From an optimization exercise on the open Yosys and OpenROAD flow, aimed at small area, a short achievable clock period and few clock cycles per item; shortcuts taken in it are not production practice.
In this exercise RTL edits were held to simulation tests only and were not proved equivalent to the original.
Power is estimated from default activity; no workload was simulated.

Design http_request_stream_parser, start of the top module:
module http_request_stream_parser (
    input  logic          i_clk,
    input  logic          i_rst_n,
    input  logic          in_valid,
    output logic          in_ready,
    input  logic [7:0]    in_byte,
    input  logic          in_restart,
    output logic          out_valid,
    input  logic          out_ready,
    output logic [7:0]    out_byte,
    output logic          out_data_valid,
    output logic [2:0]    field_kind,
    output logic          field_end,
    output logic          drop_line,
    output logic          request_done,
    output logic          parse_error,
    output logic [23:0]   body_length,
    output logic          out_last,
    input  logic          i_cfg_we,
    input  logic [23:0]   i_cfg_data
);
==> flow/config.mk <==
export PLATFORM = sky130hd
export DESIGN_NAME = http_request_stream_parser
export DESIGN_NICKNAME = http_request_stream_parser
export VERILOG_FILES = /design/flow/design.v
export SDC_FILE = /design/flow/constraint.sdc
export NUM_CORES = 4
export LEC_CHECK = 0
export CAP_MARGIN = 20
export CORE_MARGIN = 2
export CORE_UTILIZATION = 50
export SETUP_SLACK_MARGIN = 4.5
export SLEW_MARGIN = 20
export TNS_END_PERCENT = 0
==> flow/constraint.sdc <==
create_clock -name core_clock -period 7.5 [get_ports {i_clk}]
set_input_delay 1.5000 -clock core_clock [delete_from_list [all_inputs] [get_ports {i_clk}]]
set_output_delay 1.5000 -clock core_clock [all_outputs]
set_load 0.01 [all_outputs]
standard.sh (not shown) runs the stock make flow with config.mk's settings and CLKGATE_MAP_FILE= SYNTH_SCRIPT=/design/flow/synth_recipe.tcl, a recipe that flattens the netlist after the stock synthesis.
==> flow/flow/run.sh <==
#!/bin/bash
# The standard layout, with these changes:
#  - the combinational logic of the standard synthesis is re-mapped by ABC
#    (flow/resyn.tcl, flow/resyn.abc) before floorplanning; every flip-flop of the
#    standard synthesis is kept as it is (same instance, name and cell);
#  - every port still gets its own buffer, but a plain buf_1 instead of a delay buffer;
#  - clock tree: clkbuf_8 buffers, no dummy loads.
set -euo pipefail
R=orfs/results/sky130hd/http_request_stream_parser/base
bash standard.sh synth > std_synth.log 2>&1
cp "$R/1_2_yosys.v" "$R/1_2_yosys_standard.v"
YOSYS=$(command -v yosys || echo /OpenROAD-flow-scripts/tools/install/yosys/bin/yosys)
[ -x "$YOSYS" ] || YOSYS="$FLOW_HOME/../tools/install/yosys/bin/yosys"
export RS_LIB="$FLOW_HOME/platforms/sky130hd/lib/sky130_fd_sc_hd__tt_025C_1v80.lib"
export RS_IN="$R/1_2_yosys_standard.v"
export RS_OUT="$PWD/resyn_out.v"
export RS_ABC="$PWD/flow/resyn.abc"
export RS_DONTUSE="$(sed -n '/DONT_USE_CELLS +=/,/^#/p' "$FLOW_HOME/platforms/sky130hd/config.mk" | grep -oE 'sky130_fd_sc_hd__[A-Za-z0-9_]+' | tr '\n' ' ')"
"$YOSYS" -c flow/resyn.tcl > resyn.log 2>&1
cp "$RS_OUT" "$R/1_2_yosys.v"
rm -f "$R/1_synth.odb" "$R/1_synth.sdc"
bash standard.sh \
  "BUFFER_PORTS_ARGS=-buffer_cell sky130_fd_sc_hd__buf_1" \
  "CTS_ARGS=-sink_clustering_enable -repair_clock_nets -buf_list sky130_fd_sc_hd__clkbuf_8 -dont_use_dummy_load" \
  finish > std_finish.log 2>&1
Other scripts of this flow, unchanged in this note and not shown: flow/flow/resyn.abc, flow/flow/resyn.tcl
Testbench counts at the start, summed over its fixed seeds: cycles 43,451, bytes 43,435.
Next try:
--- a/flow/design.v
+++ b/flow/design.v
@@ -197,18 +197,25 @@
     always_ff @(posedge i_clk) begin
         gt <= (r_acc > r_max);
     end
     assign flush_ok  = (r_tok == 2'd1) && (pct == 2'd2) && (held != CH_PCT);
     assign flush_ch  = (held == CH_PLUS) ? CH_SP : held;
     assign tok_after = (r_in_tok && (r_tok != 2'd3)) ? (r_tok + 2'd1) : r_tok;
     assign acc_we = go && !r_ir && !r_cr && (r_phase == PH_HDR) && hpart[1] &&
                     (match == NAME_LEN) && k_dig &&
                     ((r_num == NS_SKIP) || (r_num == NS_PLUS) || (r_num == NS_DIG));
+    logic name_hit;
+    always_comb begin
+        name_hit = 1'b0;
+        for (int i = 0; i < 14; i++) begin
+            name_hit = name_hit || ((match == 4'(i)) && (lc == name_char(4'(i))));
+        end
+    end
     always_comb begin
         if (r_phase == PH_REQ) begin
             emits_next = !k_ws && ((tok_after == 2'd0) || (tok_after == 2'd2) ||
                          ((tok_after == 2'd1) && !k_qm && !k_pct));
         end else if ((hpart == HP_SKIP) || (hpart == HP_VALUE)) begin
             emits_next = !k_cr;
         end else begin
             emits_next = !k_cr && !k_sp;
         end
@@ -452,19 +459,19 @@
                 end else if (pend != 4'd0) begin
                     b_emit    = 1'b1;
                     b_data    = CH_SP;
                     b_dv      = 1'b1;
                     b_kind    = FK_NAME;
                     n_rg[7:4] = pend - 4'd1;
                     n_rg[3:0] = MATCH_FAIL;
                     ev_done   = 1'b0;
                 end else begin
-                    if ((match < NAME_LEN) && (lc == name_char(match))) begin
+                    if (name_hit) begin
                         n_rg[3:0] = match + 4'd1;
                     end else begin
                         n_rg[3:0] = MATCH_FAIL;
                     end
                     b_emit = 1'b1;
                     b_data = lc;
                     b_dv   = 1'b1;
                     b_kind = FK_NAME;
                 end
Effect: The changed run finished with timing, DRC and antenna clean; cell area stays flat; global-route usage increases by 0.47 points; clock-buffer cell count does not change; via count goes up by 0.36%; routed wire length increases by about 1.4%; register-to-register slack got worse by 0.03 ns; total power is lower by 7.5%; area after synthesis went down by about 0.8%; worst setup slack is better by 0.045 ns; core utilization climbs by 0.52 points.
Testbench counts after the change, summed over its fixed seeds: cycles 43,451, bytes 43,435.

Starting RTL as in the previous note.
==> flow/config.mk <==
export PLATFORM = sky130hd
export DESIGN_NAME = http_request_stream_parser
export DESIGN_NICKNAME = http_request_stream_parser
export VERILOG_FILES = /design/flow/design.v
export SDC_FILE = /design/flow/constraint.sdc
export NUM_CORES = 4
export LEC_CHECK = 0
export CAP_MARGIN = 20
export CORE_MARGIN = 2
export CORE_UTILIZATION = 50
export SETUP_SLACK_MARGIN = 4.5
export SLEW_MARGIN = 20
export TNS_END_PERCENT = 0
==> flow/constraint.sdc <==
create_clock -name core_clock -period 7.5 [get_ports {i_clk}]
set_input_delay 1.5000 -clock core_clock [delete_from_list [all_inputs] [get_ports {i_clk}]]
set_output_delay 1.5000 -clock core_clock [all_outputs]
set_load 0.01 [all_outputs]
==> flow/flow/run.sh <==
#!/bin/bash
# The standard layout, with these changes:
#  - the combinational logic of the standard synthesis is re-mapped by ABC
#    (flow/resyn.tcl, flow/resyn.abc) before floorplanning; every flip-flop of the
#    standard synthesis is kept as it is (same instance, name and cell);
#  - every port still gets its own buffer, but a plain buf_1 instead of a delay buffer;
#  - clock tree: clkbuf_8 buffers under a clkbuf_16 root, clusters of up to 30 sinks,
#    no dummy loads.
set -euo pipefail
R=orfs/results/sky130hd/http_request_stream_parser/base
bash standard.sh synth > std_synth.log 2>&1
cp "$R/1_2_yosys.v" "$R/1_2_yosys_standard.v"
YOSYS=$(command -v yosys || echo /OpenROAD-flow-scripts/tools/install/yosys/bin/yosys)
[ -x "$YOSYS" ] || YOSYS="$FLOW_HOME/../tools/install/yosys/bin/yosys"
export RS_LIB="$FLOW_HOME/platforms/sky130hd/lib/sky130_fd_sc_hd__tt_025C_1v80.lib"
export RS_IN="$R/1_2_yosys_standard.v"
export RS_OUT="$PWD/resyn_out.v"
export RS_ABC="$PWD/flow/resyn.abc"
export RS_DONTUSE="$(sed -n '/DONT_USE_CELLS +=/,/^#/p' "$FLOW_HOME/platforms/sky130hd/config.mk" | grep -oE 'sky130_fd_sc_hd__[A-Za-z0-9_]+' | tr '\n' ' ')"
"$YOSYS" -c flow/resyn.tcl > resyn.log 2>&1
cp "$RS_OUT" "$R/1_2_yosys.v"
rm -f "$R/1_synth.odb" "$R/1_synth.sdc"
bash standard.sh \
  "BUFFER_PORTS_ARGS=-buffer_cell sky130_fd_sc_hd__buf_1" \
  "CTS_ARGS=-sink_clustering_enable -repair_clock_nets -buf_list sky130_fd_sc_hd__clkbuf_8 -root_buf sky130_fd_sc_hd__clkbuf_16 -dont_use_dummy_load -sink_clustering_size 30 -sink_clustering_max_diameter 100" \
  finish > std_finish.log 2>&1
Other scripts of this flow, unchanged in this note and not shown: flow/flow/resyn.abc, flow/flow/resyn.tcl
Testbench counts at the start, summed over its fixed seeds: cycles 43,451, bytes 43,435.
Rerun with:
--- a/flow/design.v
+++ b/flow/design.v
@@ -110,38 +110,41 @@
     logic        r_ir;
     logic [7:0]  r_ib;
     logic        k_cr, k_lf, k_sp, k_tab, k_ws, k_dig, k_hexl, k_pct, k_plus, k_minus;
     logic        k_qm, k_colon, k_up;
     logic [1:0]  r_phase;
     logic [1:0]  r_tok;
     logic        r_in_tok;
     logic        r_query;
     logic [9:0]  r_rg;
     logic        r_cr;
     logic [2:0]  r_num;
     logic        r_em;      
+    logic        r_pct2;    
+    logic        r_hsp;     
     logic [23:0] r_acc;
     logic [23:0] r_rem;
     logic [23:0] r_max;
     logic        r_sv;
-    logic [16:0] r_sk;
+    logic [17:0] r_sk;
     logic        r_ov;
     logic [7:0]  r_od;
     logic        r_odv;
     logic [2:0]  r_ok;
     logic        r_ofe;
     logic        r_odr;
     logic        r_odn;
     logic        r_ope;
     logic        r_ola;
+    logic        r_obl;     
     logic [1:0]  pct;
     logic [7:0]  held;
     logic [1:0]  hpart;
     logic [3:0]  pend;
     logic [3:0]  match;
     assign pct   = r_rg[9:8];
     assign held  = r_rg[7:0];
     assign hpart = r_rg[9:8];
     assign pend  = r_rg[7:4];
     assign match = r_rg[3:0];
     logic        free, go, fin, consume, fin_early;
     logic        acc_we;
@@ -163,28 +166,25 @@
     logic        b_emit;
     logic [7:0]  b_data;
     logic        b_dv;
     logic [2:0]  b_kind;
     logic        b_fend, b_drop, b_done;
     logic        b_last;
     logic        b_perr1;
     logic        ev_done;
     logic        emits_next;
     assign free    = !r_ov || out_ready;
     assign go      = r_iv && !r_sv;
     assign consume = go && fin;
-    assign fin_early = !(r_cr && !k_lf) &&
-                       !((r_phase == PH_REQ) && (r_tok == 2'd1) && (pct == 2'd2) &&
-                         (r_cr || k_ws)) &&
-                       !((r_phase == PH_HDR) && !hpart[1] && (pend != 4'd0));
+    assign fin_early = !(r_cr && !k_lf) && !(r_pct2 && (r_cr || k_ws)) && !r_hsp;
     assign in_ready = !r_iv || (!r_sv && fin_early);
     assign c  = r_ib;
     assign e  = r_cr ? CH_CR : r_ib;
     assign lc = (!r_cr && k_up) ? (r_ib | 8'h20) : e;
     logic e_ws, e_sp, e_tab, e_dig, e_pct, e_plus, e_qm, e_colon, e_hex;
     logic [3:0] e_hv;
     assign e_ws    = r_cr || k_ws;
     assign e_sp    = !r_cr && k_sp;
     assign e_tab   = !r_cr && k_tab;
     assign e_dig   = !r_cr && k_dig;
     assign e_pct   = !r_cr && k_pct;
     assign e_plus  = !r_cr && k_plus;
@@ -514,25 +514,29 @@
         end
     end
     always_ff @(posedge i_clk) begin
         if (!i_rst_n) begin
             r_phase  <= PH_REQ;
             r_tok    <= 2'd0;
             r_in_tok <= 1'b0;
             r_query  <= 1'b0;
             r_rg     <= 10'd0;
             r_cr     <= 1'b0;
             r_num    <= NS_NONE;
             r_em     <= 1'b0;
+            r_pct2   <= 1'b0;
+            r_hsp    <= 1'b0;
         end else if (go) begin
+            r_pct2   <= (n_phase == PH_REQ) && (n_tok == 2'd1) && (n_rg[9:8] == 2'd2);
+            r_hsp    <= (n_phase == PH_HDR) && !n_rg[9] && (n_rg[7:4] != 4'd0);
             r_phase  <= n_phase;
             r_tok    <= n_tok;
             r_in_tok <= n_in_tok;
             r_query  <= n_query;
             r_rg     <= n_rg;
             r_cr     <= n_cr;
             r_num    <= n_num;
             r_em     <= fin ? 1'b0 : (r_em || b_emit);
         end
     end
     always_ff @(posedge i_clk) begin
         if (acc_we) begin
@@ -544,26 +548,26 @@
             end else if (rem_dec) begin
                 r_rem <= r_rem - 24'd1;
             end
         end
     end
     always_ff @(posedge i_clk) begin
         if (!i_rst_n) begin
             r_max <= 24'd1048576;
         end else if (i_cfg_we) begin
             r_max <= i_cfg_data;
         end
     end
-    logic [16:0] beat;
-    assign beat = {b_data, b_dv, b_kind, b_fend, b_drop, b_done,
+    logic [17:0] beat;
+    assign beat = {b_done && b_dv, b_data, b_dv, b_kind, b_fend, b_drop, b_done,
                    fin ? (n_phase == PH_ERR) : b_perr1, b_last};
     always_ff @(posedge i_clk) begin
         if (!i_rst_n) begin
             r_ov <= 1'b0;
             r_sv <= 1'b0;
         end else begin
             if (free) begin
                 r_ov <= r_sv || (go && b_emit);
             end
             if (r_sv) begin
                 if (free) begin
                     r_sv <= 1'b0;
@@ -571,26 +575,26 @@
             end else if (go && b_emit && !free) begin
                 r_sv <= 1'b1;
             end
         end
     end
     always_ff @(posedge i_clk) begin
         if (!r_sv) begin
             r_sk <= beat;
         end
     end
     always_ff @(posedge i_clk) begin
         if (free) begin
-            {r_od, r_odv, r_ok, r_ofe, r_odr, r_odn, r_ope, r_ola} <= r_sv ? r_sk : beat;
+            {r_obl, r_od, r_odv, r_ok, r_ofe, r_odr, r_odn, r_ope, r_ola} <= r_sv ? r_sk : beat;
         end
     end
     assign out_valid      = r_ov;
     assign out_byte       = r_od;
     assign out_data_valid = r_odv;
     assign field_kind     = r_ok;
     assign field_end      = r_ofe;
     assign drop_line      = r_odr;
     assign request_done   = r_odn;
     assign parse_error    = r_ope;
-    assign body_length    = (r_odn && r_odv) ? r_acc : 24'd0;
+    assign body_length    = r_obl ? r_acc : 24'd0;
     assign out_last       = r_ola;
 endmodule
Outcome: The changed run completed without violations. Cell count went up by a few percent. Via count went up by a few percent. First-iteration DRC count went down slightly. Clock-buffer cell count stays the same. Non-clock buffer count went down by 19. Worst hold slack gains 0.0099 ns.
Testbench counts after the change, summed over its fixed seeds: cycles 43,451, bytes 43,435.

[afterwards: timing with drivers on the ports]
In the flow no input, the clock included, has a driving cell. The finished layouts below were timed again as built, in two steps. Step 1 assumes that a clkbuf_16 drives the clock port and a buf_2 every other input. Step 2 also shifts input and output timing later by t, the mid clock arrival at the registers, as if the neighbouring blocks saw the same clock. Three values: ideal, step 1, step 2; two values: the first two.
run | shift t [ns] | setup slack, ns | slew at the worst register clock pin (ns)
the first run of note 1 | 0.503 | 4.227 / 4.183 / 3.981 | 0.10 / 0.10
the second run of note 1 | 0.484 | 4.272 / 4.227 / 4.294 | 0.09 / 0.09
the first run of note 2 | 0.428 | 4.302 / 4.253 / 4.049 | 0.10 / 0.10
the second run of note 2 | 0.427 | 4.348 / 4.298 / 4.181 | 0.10 / 0.10
After both steps setup and hold are still met in every run listed. The setup slack of the first run of note 2, which loses most, moves by -0.049 ns with the drivers and by -0.253 ns with both steps.
